What follows belongs to an exercise in optimizing a design on an open flow for a short achievable clock period and few clock cycles per item; a production flow would make more cautious choices. Function was checked by simulation only, so behaviour that the tests miss may differ from the original. No activity file was given, so power comes from the tool's default toggle rates.

// armCore
module armCore (
  input  wire logic        clk,
  input  wire logic        rstN,
  output logic             wbCyc,
  output logic             wbStb,
  output logic [31:0]      wbAdr,
  input  wire logic [31:0] wbDatI,
  input  wire logic        wbAck,
  output logic             retireValid,
  output logic [3:0]       retireReg,
  output logic [31:0]      retireData,
  output logic [3:0]       flags
);
==> flow/config.mk <==
export PLATFORM = sky130hd
export DESIGN_NAME = armCore
export DESIGN_NICKNAME = armCore
export VERILOG_FILES = /design/flow/design.v
export SDC_FILE = /design/flow/constraint.sdc
export NUM_CORES = 4
export LEC_CHECK = 0
export ABC_CLOCK_PERIOD_IN_PS = 2500
export CAP_MARGIN = 20
export CORE_MARGIN = 2
export CORE_UTILIZATION = 40
export SETUP_SLACK_MARGIN = 5
export SLEW_MARGIN = 20
==> flow/constraint.sdc <==
create_clock -name core_clock -period 9.0 [get_ports {clk}]
set_input_delay 1.8000 -clock core_clock [delete_from_list [all_inputs] [get_ports {clk}]]
set_output_delay 1.8000 -clock core_clock [all_outputs]
set_load 0.01 [all_outputs]
run.sh (not shown) runs the stock make flow with config.mk's settings and CLKGATE_MAP_FILE= SYNTH_SCRIPT=/design/flow/synth_recipe.tcl, a recipe that flattens the netlist after the stock synthesis.
The first run completed, yet does not pass: capacitance limit, slew limit.
Testbench counts at the start, summed over its fixed seeds: cycles 19,800, instrs 9,600.
Edit:
==> flow/flow/run.sh (new file) <==
#!/bin/bash
set -euo pipefail
bash standard.sh SETUP_SLACK_MARGIN=${MARGIN:-6.3} finish > orfs_make.log 2>&1
==> flow/standard.sh (new file) <==
#!/bin/bash
# synth_recipe.tcl (not shown) runs the flow's synth.tcl, then flattens the netlist and writes it again
# the make line also repeats each setting of config.mk as NAME=value (left out here)
make -C /OpenROAD-flow-scripts/flow DESIGN_CONFIG=/design/flow/config.mk WORK_HOME=/design/flow/orfs CLKGATE_MAP_FILE= SYNTH_SCRIPT=/design/flow/synth_recipe.tcl "${@:-finish}"
ABC_CLOCK_PERIOD_IN_PS = 2000   (was 2500)
CAP_MARGIN = 30   (was 20)
CORE_UTILIZATION = 60   (was 40)
PLACE_DENSITY = 0.75   (was not set)
SETUP_SLACK_MARGIN = not set   (was 5)
SLEW_MARGIN = 30   (was 20)
removed: flow/run.sh
Effect:
- With this change the flow did not get past global routing
- synthesized area stays the same
- synthesized cell count stays the same
Edit:
==> flow/run.sh (new file) <==
#!/bin/bash
# synth_recipe.tcl (not shown) runs the flow's synth.tcl, then flattens the netlist and writes it again
# the make line also repeats each setting of config.mk as NAME=value (left out here)
make -C /OpenROAD-flow-scripts/flow DESIGN_CONFIG=/design/flow/config.mk WORK_HOME=/design/flow/orfs CLKGATE_MAP_FILE= SYNTH_SCRIPT=/design/flow/synth_recipe.tcl finish
CAP_MARGIN = 20   (was 30)
SETUP_SLACK_MARGIN = 5   (was not set)
SLEW_MARGIN = 20   (was 30)
removed: flow/flow/run.sh
removed: flow/standard.sh
The changed run completed with no timing, DRC or antenna violations.
Synthesized area is unchanged.
Synthesized cell count stays the same.

Setup of run A:
armCore, a different RTL version from the one above (not shown whole).
Size: roughly 3800 cells after synthesis, ~890 flip-flops, ~41000 µm² of cells after synthesis.
Settings: LEC_CHECK=0, ABC_CLOCK_PERIOD_IN_PS=1500, CAP_MARGIN=30, CORE_MARGIN=2, CORE_UTILIZATION=50, CTS_CLUSTER_DIAMETER=70, CTS_CLUSTER_SIZE=22, SLEW_MARGIN=30; clock period 9.0 ns.
standard.sh (not shown) runs the stock make flow with config.mk's settings and CLKGATE_MAP_FILE= SYNTH_SCRIPT=/design/flow/synth_recipe.tcl, a recipe that flattens the netlist after the stock synthesis.
==> flow/flow/run.sh <==
#!/bin/bash
set -euo pipefail
bash standard.sh SETUP_SLACK_MARGIN=${MARGIN:-6.5} finish > orfs_make.log 2>&1
Testbench counts of run A, summed over its fixed seeds: cycles 19,675, instrs 9,600.
Changes in run B relative to run A:
- a change of ABC_CLOCK_PERIOD_IN_PS from 1500 to 2000
- a deleted CTS_CLUSTER_SIZE that had been 22
- a deleted CTS_CLUSTER_DIAMETER that had been 70
==> flow/flow/run.sh <==
#!/bin/bash
set -euo pipefail
bash standard.sh SETUP_SLACK_MARGIN=${MARGIN:-6.2} finish > orfs_make.log 2>&1
--- outcome ---
Comparing run B and run A, smallest setup slack after layout is higher on run B.
Summary of run B over run A: count of clock buffers in the final design +56; average routed wire per standard cell -2.9 µm; number of antenna repair diodes -1.
From run A to run B the numbers moved as follows: top achievable clock speed now sits higher, final cell count lower, number of antenna violations at the first check in global routing moved down.
What run C does differently from run B at the input level:
- CORE_UTILIZATION: 50 -> 55
- CTS_CLUSTER_DIAMETER: unset -> 70
- ABC_CLOCK_PERIOD_IN_PS: 2000 -> 1000
- CTS_CLUSTER_SIZE: unset -> 22
==> flow/flow/run.sh <==
#!/bin/bash
set -euo pipefail
bash standard.sh SETUP_SLACK_MARGIN=${MARGIN:-6.35} finish > orfs_make.log 2>&1
[summary]
Run C | status: complete | timing, DRC, antenna: pass. The leakage component of the power of run C was inferior to that of run B. Beginning of the critical path = xY[1]$_DFF_P_: run C; beginning of the critical path = xY[9]$_DFF_P_: run B. Maximum clock frequency (lower): run C. Cmp run B and run C / area added between synthesis and finish / lower: run B.

Starting RTL as in the previous note.
==> flow/config.mk <==
export PLATFORM = sky130hd
export DESIGN_NAME = armCore
export DESIGN_NICKNAME = armCore
export VERILOG_FILES = /design/flow/design.v
export SDC_FILE = /design/flow/constraint.sdc
export NUM_CORES = 4
export LEC_CHECK = 0
export ABC_CLOCK_PERIOD_IN_PS = 1500
export CAP_MARGIN = 30
export CORE_MARGIN = 2
export CORE_UTILIZATION = 50
export CTS_CLUSTER_DIAMETER = 70
export CTS_CLUSTER_SIZE = 22
export SLEW_MARGIN = 30
==> flow/constraint.sdc <==
create_clock -name core_clock -period 9.0 [get_ports {clk}]
set_input_delay 1.8000 -clock core_clock [delete_from_list [all_inputs] [get_ports {clk}]]
set_output_delay 1.8000 -clock core_clock [all_outputs]
set_load 0.01 [all_outputs]
==> flow/flow/run.sh <==
#!/bin/bash
set -euo pipefail
bash standard.sh SETUP_SLACK_MARGIN=${MARGIN:-6.35} SKIP_GATE_CLONING=1 finish > orfs_make.log 2>&1
The starting point ran to the end with no violations.
Testbench counts at the start, summed over its fixed seeds: cycles 19,675, instrs 9,600.
Rerun with:
==> flow/flow/run.sh (replaced) <==
#!/bin/bash
set -euo pipefail
bash standard.sh SETUP_SLACK_MARGIN=${MARGIN:-6.2} finish > orfs_make.log 2>&1
--- a/flow/config.mk
+++ b/flow/config.mk
@@ -6,9 +6,7 @@
 export NUM_CORES = 4
 export LEC_CHECK = 0
-export ABC_CLOCK_PERIOD_IN_PS = 1500
+export ABC_CLOCK_PERIOD_IN_PS = 2800
 export CAP_MARGIN = 30
 export CORE_MARGIN = 2
 export CORE_UTILIZATION = 50
-export CTS_CLUSTER_DIAMETER = 70
-export CTS_CLUSTER_SIZE = 22
 export SLEW_MARGIN = 30
=> Combinational power falls by roughly a tenth. Die area does not change. Wire length is lower by roughly a tenth. Sequential share of layout area rises by 3.3 points. Global-route usage fell by 5.0 points. Setup slack is worse by 0.020 ns. Power climbs by roughly a tenth. Area after synthesis does not change. Non-clock buffer count is lower by 286.
Rerun with:
==> flow/flow/run.sh (replaced) <==
#!/bin/bash
set -euo pipefail
bash standard.sh SETUP_SLACK_MARGIN=${MARGIN:-6.35} finish > orfs_make.log 2>&1
--- a/flow/config.mk
+++ b/flow/config.mk
@@ -6,5 +6,5 @@
 export NUM_CORES = 4
 export LEC_CHECK = 0
-export ABC_CLOCK_PERIOD_IN_PS = 2800
+export ABC_CLOCK_PERIOD_IN_PS = 1500
 export CAP_MARGIN = 30
 export CORE_MARGIN = 2
Design area rises by about 9%.
Clock-buffer cell count fell by 12.
Wire length increases by 14%.
Via count went up by 7.1%.
Die area does not change.
Hold slack barely changes.
Rerun with:
--- a/flow/config.mk
+++ b/flow/config.mk
@@ -10,3 +10,5 @@
 export CORE_MARGIN = 2
 export CORE_UTILIZATION = 50
+export CTS_CLUSTER_DIAMETER = 70
+export CTS_CLUSTER_SIZE = 22
 export SLEW_MARGIN = 30
=>
- non-clock buffer count fell by 43
- clock-buffer cell count fell by 44
- synthesized area is unchanged
- synthesized cell count does not change
- critical path depth is unchanged
- hold slack improves by 0.0030 ns
- combinational power hardly moves
- die area stays the same

Another version of the RTL of armCore (not shown whole).
Size in the first run: ~3600 cells after synthesis, ~960 flip-flops, about 41000 um^2 of cells after synthesis.
clock: 9.0 ns
lec_check: 0
abc_clock_period_in_ps: 1500
cap_margin: 30
core_margin: 2
core_utilization: 50
cts_cluster_diameter: 70
cts_cluster_size: 22
slew_margin: 30
==> flow/flow/run.sh <==
#!/bin/bash
set -euo pipefail
bash standard.sh SETUP_SLACK_MARGIN=${MARGIN:-6.35} finish > orfs_make.log 2>&1
The first run finished but fails on antenna rules.
Testbench counts at the start, summed over its fixed seeds: cycles 19,675, instrs 9,600.
==> next run, changes <==
Settings changed: CTS_CLUSTER_DIAMETER 70 to default, CTS_CLUSTER_SIZE 22 to default.
Outcome: This time the run passed the timing, design-rule and antenna checks; worst hold slack hardly moves; total power climbs by 12%; clock-buffer cell count climbs by 58; register-to-register slack gets worse by 20 ps; area after synthesis does not change; cell area climbs by 2.0%.

==> separate check: timing with driven ports <==
How much do the figures lean on ideal ports? The routed layouts below were timed once more, with nothing changed but the port constraints. Step 1 (the two cells are an assumption about what drives the block):
set clk [get_ports {clk}]
set_driving_cell -lib_cell sky130_fd_sc_hd__clkbuf_16 $clk
set_driving_cell -lib_cell sky130_fd_sc_hd__buf_2 [delete_from_list [all_inputs] $clk]
Step 2 moves the port delays by t, midway between the first and last clock arrival at a register: inputs arrive t later, outputs are due t later. That takes back most of the time a late clock gives input paths. Slacks: no drivers / after step 1 / after step 2; pairs: no drivers / after step 1.
| run | shift t [ns] | setup slack, ns | latest minus earliest clock arrival (ns) |
|---|---|---|---|
| the first run of note 1 | 0.710 | 4.951 / 4.951 / 4.630 | 0.020 / 0.020 |
| the third run of note 1 | 0.709 | 4.986 / 4.986 / 4.585 | 0.030 / 0.030 |
| run A | 0.760 | 5.948 / 5.894 / 5.591 | 0.063 / 0.063 |
| run B | 0.740 | 5.986 / 5.928 / 5.490 | 0.086 / 0.086 |
| run C | 0.750 | 5.946 / 5.907 / 5.542 | 0.080 / 0.080 |
| the first run of note 3 | 0.717 | 6.006 / 5.937 / 5.580 | 0.076 / 0.076 |
| the second run of note 3 | 0.740 | 5.986 / 5.928 / 5.490 | 0.086 / 0.086 |
| the third run of note 3 | 0.739 | 5.984 / 5.910 / 5.515 | 0.074 / 0.074 |
| the fourth run of note 3 | 0.711 | 6.023 / 5.953 / 5.556 | 0.071 / 0.071 |
| the first run of note 4 | 0.726 | 5.812 / 5.812 / 5.455 | 0.027 / 0.028 |
| the second run of note 4 | 0.757 | 5.790 / 5.790 / 5.416 | 0.091 / 0.090 |
